From an optimization exercise on the open Yosys and OpenROAD flow, aimed at small area, a short achievable clock period and few clock cycles per item; shortcuts taken in it are not production practice.
At most, simulation tests tie the RTL to the original design; equivalence was not proved.
Power figures rest on the tool's default switching activity, not on a simulated workload.

Design pel_scaler_top, start of the top module:
module pel_scaler_top #(
    parameter int FLUX  = 2,
    parameter int DEPTH = 4
) (
    input  logic                              clk,
    input  logic                              rst_n,
    input  logic            [FLUX-1:0]        in_write,
    input  pel_pkg::pel_t   [FLUX-1:0]        in_din,
    output logic            [FLUX-1:0]        in_full,
    input  coef_pkg::coef_t [FLUX-1:0]        coef,
    input  logic            [FLUX-1:0]        out_read,
    output pel_pkg::pel_t   [FLUX-1:0]        out_dout,
    output logic            [FLUX-1:0]        out_empty
);
    genvar f;
    generate
        for (f = 0; f < FLUX; f++)
        begin : g_lane
            scaler u_lane (
                .clk       (clk),
                .rst_n     (rst_n),
                .in_write  (in_write[f]),
                .in_din    (in_din[f]),
                .in_full   (in_full[f]),
                .coef      (coef[f]),
                .out_read  (out_read[f]),
                .out_dout  (out_dout[f]),
                .out_empty (out_empty[f])
            );
        end
    endgenerate
endmodule
Size: about 1400 cells after synthesis, about 150 flip-flops, ~110 I/O pins.
Settings: LEC_CHECK=0, CAP_MARGIN=20, CORE_MARGIN=2, CORE_UTILIZATION=40, CTS_BUF_LIST=sky130_fd_sc_hd__clkbuf_8, CTS_CLUSTER_DIAMETER=400, CTS_CLUSTER_SIZE=60, SETUP_SLACK_MARGIN=4, SLEW_MARGIN=20, SYNTH_HIERARCHICAL=1; clock period 8.0 ns.
standard.sh (not shown) runs the stock make flow with config.mk's settings and CLKGATE_MAP_FILE= SYNTH_SCRIPT=/design/flow/synth_recipe.tcl, a recipe that flattens the netlist after the stock synthesis.
==> flow/flow/run.sh <==
#!/bin/bash
# the standard layout, with plain buffers (not delay cells) on the ports
bash standard.sh "BUFFER_PORTS_ARGS=-buffer_cell sky130_fd_sc_hd__buf_2" finish > standard.log 2>&1
Testbench counts at the start, summed over its fixed seeds: cycles 8,016, items 16,000.
Edit:
- CTS_BUF_LIST: sky130_fd_sc_hd__clkbuf_8 -> not set
- CTS_CLUSTER_DIAMETER: 400 -> not set
- CTS_CLUSTER_SIZE: 60 -> not set
- SETUP_SLACK_MARGIN: 4 -> 4.3
After rerunning: Routed wire length went up by 5.8%; count of clock-buffer cells in the layout went up by 1; cell count went up by about 4.3%; setup slack gains 0.040 ns; clock skew went down by 0.0060 ns; power went up by about 10%; utilization went up by 3.3 points; synthesized cell count does not change; global-route usage went up by 0.61 points.


pel_scaler_top, a different RTL version from the one above (not shown whole).
For scale: about 1500 cells after synthesis, about 150 flip-flops, ~110 I/O pins, ~17000 um2 of cells after synthesis.
clock: 8.0 ns
lec_check: 0
cap_margin: 20
core_margin: 2
core_utilization: 40
setup_slack_margin: 4
slew_margin: 20
synth_hierarchical: 1
run.sh (not shown) runs the stock make flow with config.mk's settings and CLKGATE_MAP_FILE= SYNTH_SCRIPT=/design/flow/synth_recipe.tcl, a recipe that flattens the netlist after the stock synthesis.
Stock flow here: none of the scripts above is used.
==> next run, changes <==
- SETUP_SLACK_MARGIN: 4 -> 3
Outcome:
- The new run finished with timing, DRC and antenna clean
- worst hold slack is about the same
- sequential power is about the same
- flip-flop and latch count stays the same
- wire length shrinks by about 1.2%
- via count shrinks by about 0.8%
- final cell count shrinks by 0.94%
Function was not checked in any run of this note: the RTL went through the layout flow alone.


RTL: one of the versions met above, not the one the previous note started from.
Size in the first run: ~1400 cells after synthesis, about 150 flip-flops, roughly 110 I/O pins, about 16000 sq um of cells after synthesis.
clock: 8.0 ns
lec_check: 0
cap_margin: 20
core_margin: 2
core_utilization: 40
cts_buf_list: sky130_fd_sc_hd__clkbuf_4 sky130_fd_sc_hd__clkbuf_8
cts_cluster_diameter: 100
cts_cluster_size: 30
setup_slack_margin: 4
slew_margin: 20
synth_hierarchical: 1
standard.sh (not shown) runs the stock make flow with config.mk's settings and CLKGATE_MAP_FILE= SYNTH_SCRIPT=/design/flow/synth_recipe.tcl, a recipe that flattens the netlist after the stock synthesis.
Scripts as last shown in full above: flow/flow/run.sh
Testbench counts at the start, summed over its fixed seeds: cycles 8,016, items 16,000.
Change:
==> flow/run.sh (new file) <==
#!/bin/bash
# synth_recipe.tcl (not shown) runs the flow's synth.tcl, then flattens the netlist and writes it again
# the make line also repeats each setting of config.mk as NAME=value (left out here)
make -C /OpenROAD-flow-scripts/flow DESIGN_CONFIG=/design/flow/config.mk WORK_HOME=/design/flow/orfs CLKGATE_MAP_FILE= SYNTH_SCRIPT=/design/flow/synth_recipe.tcl finish
Settings changed: CTS_BUF_LIST sky130_fd_sc_hd__clkbuf_4 sky130_fd_sc_hd__clkbuf_8 to unset, CTS_CLUSTER_DIAMETER 100 to unset, CTS_CLUSTER_SIZE 30 to unset.
removed: flow/flow/run.sh
removed: flow/standard.sh
What happened:
- The new run went through all stages and came out clean
- area after synthesis is unchanged
- wire length came out higher by 2.4%
- design area went up by 5.0%
Change:
==> flow/flow/run.sh (new file) <==
#!/bin/bash
# the standard layout, with plain buffers (not delay cells) on the ports
bash standard.sh "BUFFER_PORTS_ARGS=-buffer_cell sky130_fd_sc_hd__buf_2" finish > standard.log 2>&1
==> flow/standard.sh (new file) <==
#!/bin/bash
# synth_recipe.tcl (not shown) runs the flow's synth.tcl, then flattens the netlist and writes it again
# the make line also repeats each setting of config.mk as NAME=value (left out here)
make -C /OpenROAD-flow-scripts/flow DESIGN_CONFIG=/design/flow/config.mk WORK_HOME=/design/flow/orfs CLKGATE_MAP_FILE= SYNTH_SCRIPT=/design/flow/synth_recipe.tcl "${@:-finish}"
Settings changed: ABC_AREA set to 1, CTS_BUF_LIST set to sky130_fd_sc_hd__clkbuf_4 sky130_fd_sc_hd__clkbuf_8, CTS_CLUSTER_DIAMETER set to 100, CTS_CLUSTER_SIZE set to 30.
removed: flow/run.sh
Hold slack gets worse by 0.011 ns.
Sequential power drops by about 7%.
Sequential cell count stays the same.
Count of clock-buffer cells in the layout grows by 2.
Via count goes up by 16%.
Total power came out lower by 2.6%.
Global-route usage rose by 0.34 points.
Maximum frequency hardly moves.
Cell area rose by 4.1%.
Cell count climbs by 24%.
Change:
Settings changed: ABC_AREA 1 to unset, CTS_BUF_LIST sky130_fd_sc_hd__clkbuf_4 sky130_fd_sc_hd__clkbuf_8 to unset, CTS_CLUSTER_DIAMETER 100 to unset, CTS_CLUSTER_SIZE 30 to unset.
=> Cell count decreases by 20%; worst setup slack is better by 0.061 ns; die area went down by 5.9%; clock power increases by 31%; count of clock-buffer cells in the layout rose by 1; critical path depth drops by 1; via count is lower by 15%; core utilization drops by 0.39 points; non-clock buffer count falls by 72; hold slack improves by 0.0073 ns.
Change:
Settings changed: ABC_CLOCK_PERIOD_IN_PS set to 5000, CTS_BUF_LIST set to sky130_fd_sc_hd__clkbuf_4 sky130_fd_sc_hd__clkbuf_8, CTS_CLUSTER_DIAMETER set to 100, CTS_CLUSTER_SIZE set to 30.
The new run ran to the end with no violations; design area came out lower slightly; combinational power stays flat; count of clock-buffer cells in the layout came out lower by 1; routed wire length stays flat; sequential cell count does not change; critical path depth came out lower by 1.


Another version of the RTL of pel_scaler_top (not shown whole).
Size in the first run: about 1400 cells after synthesis, ~110 I/O pins, roughly 0.016 sq mm of cells after synthesis.
export LEC_CHECK = 0
export CAP_MARGIN = 20
export CORE_MARGIN = 2
export CORE_UTILIZATION = 65
export CTS_BUF_LIST = sky130_fd_sc_hd__clkbuf_4 sky130_fd_sc_hd__clkbuf_8
export CTS_CLUSTER_DIAMETER = 100
export CTS_CLUSTER_SIZE = 30
export PLACE_DENSITY = 0.75
export SETUP_SLACK_MARGIN = 4.5
export SLEW_MARGIN = 20
export SYNTH_HIERARCHICAL = 1
create_clock -name core_clock -period 8.0 [get_ports {clk}]
==> flow/flow/run.sh <==
#!/bin/bash
# the standard layout, with plain buffers (not delay cells) on the ports
bash standard.sh "BUFFER_PORTS_ARGS=-buffer_cell sky130_fd_sc_hd__buf_2" finish > standard.log 2>&1
Testbench counts at the start, summed over its fixed seeds: cycles 8,016, items 16,000.
Next try:
Settings changed: SETUP_SLACK_MARGIN 4.5 to 4.0, TNS_END_PERCENT set to 100.
Worst setup slack gets worse by 0.031 ns.
Wire length fell by roughly a tenth.
First-iteration DRC count goes down by about a fifth.
Next try:
Settings changed: SETUP_SLACK_MARGIN 4.0 to 4.3.
The new run ran to the end with no violations.
Maximum frequency is higher by 4.2%.
Global-route usage stays flat.
Total power is higher by 1.9%.
Worst setup slack gains 0.16 ns.
Sequential power stays flat.


pel_scaler_top again, from the RTL that the note above started with.
// pel_scaler_top
module pel_scaler_top #(
    parameter int FLUX  = 2,
    parameter int DEPTH = 4
) (
    input  logic                              clk,
    input  logic                              rst_n,
    input  logic            [FLUX-1:0]        in_write,
    input  pel_pkg::pel_t   [FLUX-1:0]        in_din,
    output logic            [FLUX-1:0]        in_full,
    input  coef_pkg::coef_t [FLUX-1:0]        coef,
    input  logic            [FLUX-1:0]        out_read,
    output pel_pkg::pel_t   [FLUX-1:0]        out_dout,
    output logic            [FLUX-1:0]        out_empty
);
Settings: LEC_CHECK=0, CAP_MARGIN=20, CORE_MARGIN=2, CORE_UTILIZATION=40, CTS_BUF_LIST=sky130_fd_sc_hd__clkbuf_4 sky130_fd_sc_hd__clkbuf_8, CTS_CLUSTER_DIAMETER=100, CTS_CLUSTER_SIZE=30, SETUP_SLACK_MARGIN=4.3, SLEW_MARGIN=20, SYNTH_HIERARCHICAL=1; clock period 8.0 ns.
Scripts as last shown in full above: flow/flow/run.sh
The first run completed with no timing, DRC or antenna violations.
Testbench counts at the start, summed over its fixed seeds: cycles 8,016, items 16,000.
Change:
Settings changed: CORE_UTILIZATION 40 to 55, PLACE_DENSITY set to 0.65.
The changed run ran to the end with no violations.
Maximum frequency came out lower by 1.2%.
Routed wire length goes down by 1.9%.
Total power is about the same.
Cell count decreases by 6.9%.
Utilization went up by 16 points.
Worst hold slack gains 0.032 ns.
Synthesized area is unchanged.
Global-route usage goes up by 6.5 points.
Sequential share of layout area climbs by 0.33 points.
Change:
Settings changed: CORE_UTILIZATION 55 to 75, PLACE_DENSITY 0.65 to 0.85.
Outcome: Worst setup slack improves by 0.016 ns. Global-route usage climbs by 10 points. Combinational power goes up by 5.6%.
Change:
Settings changed: CORE_UTILIZATION 75 to 60, PLACE_DENSITY 0.85 to 0.7.
Outcome:
- The changed run completed without violations
- setup slack degrades by 0.046 ns
- worst hold slack is better by 0.0085 ns
- clock skew hardly moves
- clock-buffer cell count rises by 1
- total power decreases by 3.6%
- cell area came out lower by 0.73%
- synthesized area does not change


Starting RTL as in the previous note.
clock: 8.0 ns
lec_check: 0
cap_margin: 20
core_margin: 2
core_utilization: 65
cts_buf_list: sky130_fd_sc_hd__clkbuf_4 sky130_fd_sc_hd__clkbuf_8
cts_cluster_diameter: 100
cts_cluster_size: 30
gpl_timing_driven: 1
place_density: 0.75
setup_slack_margin: 4.3
slew_margin: 20
synth_hierarchical: 1
Scripts as last shown in full above: flow/flow/run.sh
The baseline produced a clean layout.
Testbench counts at the start, summed over its fixed seeds: cycles 8,016, items 16,000.
Change:
- GPL_TIMING_DRIVEN: 1 -> not set
- SETUP_SLACK_MARGIN: 4.3 -> 4.0
What happened:
- core utilization fell by 1.4 points
- global-route usage is about the same
- clock skew grows by 3.4 ps
Change:
- CORE_UTILIZATION: 65 -> 40
- PLACE_DENSITY: 0.75 -> not set
- SETUP_SLACK_MARGIN: 4.0 -> 4.5
Global-route usage decreases by 10 points.
Critical path depth came out lower by 1.
Routed wire length rose by 11%.
Cell area went up by 11%.
Flip-flop and latch count is unchanged.
Change:
==> flow/flow/run.sh (replaced) <==
#!/bin/bash
# the standard layout, with plain buffers (not delay cells) on the ports
bash standard.sh "BUFFER_PORTS_ARGS=-buffer_cell sky130_fd_sc_hd__buf_1" finish > standard.log 2>&1
- CORE_UTILIZATION: 40 -> 65
- PLACE_DENSITY: not set -> 0.75
- SETUP_SLACK_MARGIN: 4.5 -> 4.3
After rerunning:
- global-route usage is higher by 10 points
- core utilization is higher by 23 points
- sequential cell count stays the same
- first-iteration DRC count is higher by 73%
Change:
- CORE_UTILIZATION: 65 -> 40
- PLACE_DENSITY: 0.75 -> not set
- SETUP_SLACK_MARGIN: 4.3 -> 4
Via count came out lower by 2.6%.
Power fell by about 4.5%.
Clock-buffer cell count falls by 1.
Design area drops by about 1.3%.
Change:
==> flow/flow/run.sh (replaced) <==
#!/bin/bash
# the standard layout, with plain buffers (not delay cells) on the ports
bash standard.sh "BUFFER_PORTS_ARGS=-buffer_cell sky130_fd_sc_hd__buf_2" finish > standard.log 2>&1
What happened: Design area is higher by 0.60%. Worst hold slack is about the same. Die area stays the same. Total power goes up by 0.55%. Global-route usage went down by 0.19 points. Setup slack is better by 52 ps. Combinational power is about the same. Cell count falls by 0.45%. Count of clock-buffer cells in the layout rose by 2. Critical path depth stays the same. Via count goes down by 1.2%.

-- what the ideal ports hide --
Ports are ideal in the flow. The routed layouts listed here were re-timed in OpenROAD. Step 1: set_driving_cell puts a clkbuf_16 on clk and a buf_2 on each other input, an assumption about the parent block. Step 2 times the ports against the registers' clock, not the clock port: input delays grow and output delays shrink by t, the midpoint of the rising clock arrivals with the driver on. Slacks: no drivers / after step 1 / after step 2; pairs: no drivers / after step 1.
run	t (ns)	setup WS [ns]	worst setup path after step 2	worst register clock-pin slew, ns
the first run of note 1	0.522	4.130 / 4.083 / 4.154	register to register	0.09 / 0.09
the second run of note 1	0.502	4.169 / 4.120 / 4.230	register to register	0.07 / 0.07
the first run of note 2	0.492	4.097 / 4.042 / 4.127	register to register	0.07 / 0.07
the second run of note 2	0.494	3.571 / 3.539 / 3.539	input to output	0.07 / 0.07
the first run of note 3	0.522	4.129 / 4.082 / 4.152	register to register	0.09 / 0.09
the second run of note 3	0.489	4.101 / 4.081 / 4.101	register to register	0.07 / 0.07
the third run of note 3	0.538	4.094 / 4.094 / 4.094	register to register	0.10 / 0.10
the fourth run of note 3	0.490	4.155 / 4.132 / 4.155	register to register	0.07 / 0.07
the fifth run of note 3	0.522	4.129 / 4.082 / 4.152	register to register	0.09 / 0.09
the first run of note 4	0.522	4.168 / 4.124 / 4.316	input to output	0.10 / 0.10
the second run of note 4	0.487	4.137 / 4.130 / 4.137	register to register	0.10 / 0.10
the third run of note 4	0.481	4.293 / 4.248 / 4.324	input to output	0.10 / 0.10
the first run of note 5	0.521	4.261 / 4.215 / 4.321	input to output	0.09 / 0.09
the second run of note 5	0.500	4.215 / 4.167 / 4.315	input to output	0.11 / 0.11
the third run of note 5	0.489	4.231 / 4.186 / 4.305	register to register	0.09 / 0.09
the fourth run of note 5	0.494	4.184 / 4.138 / 4.315	register to register	0.09 / 0.09
the first run of note 6	0.481	4.293 / 4.248 / 4.324	input to output	0.10 / 0.10
the second run of note 6	0.487	4.137 / 4.130 / 4.137	register to register	0.10 / 0.10
the third run of note 6	0.536	4.213 / 4.167 / 4.317	input to output	0.10 / 0.10
the fourth run of note 6	0.480	4.221 / 4.174 / 4.311	register to register	0.10 / 0.10
the fifth run of note 6	0.534	4.088 / 4.088 / 4.088	register to register	0.10 / 0.10
the sixth run of note 6	0.516	4.140 / 4.140 / 4.140	register to register	0.10 / 0.10
After both steps setup and hold are still met in every run listed. For the second run of note 2, which loses most, drivers alone change the setup slack by -0.032 ns; drivers and shift together by -0.032 ns.
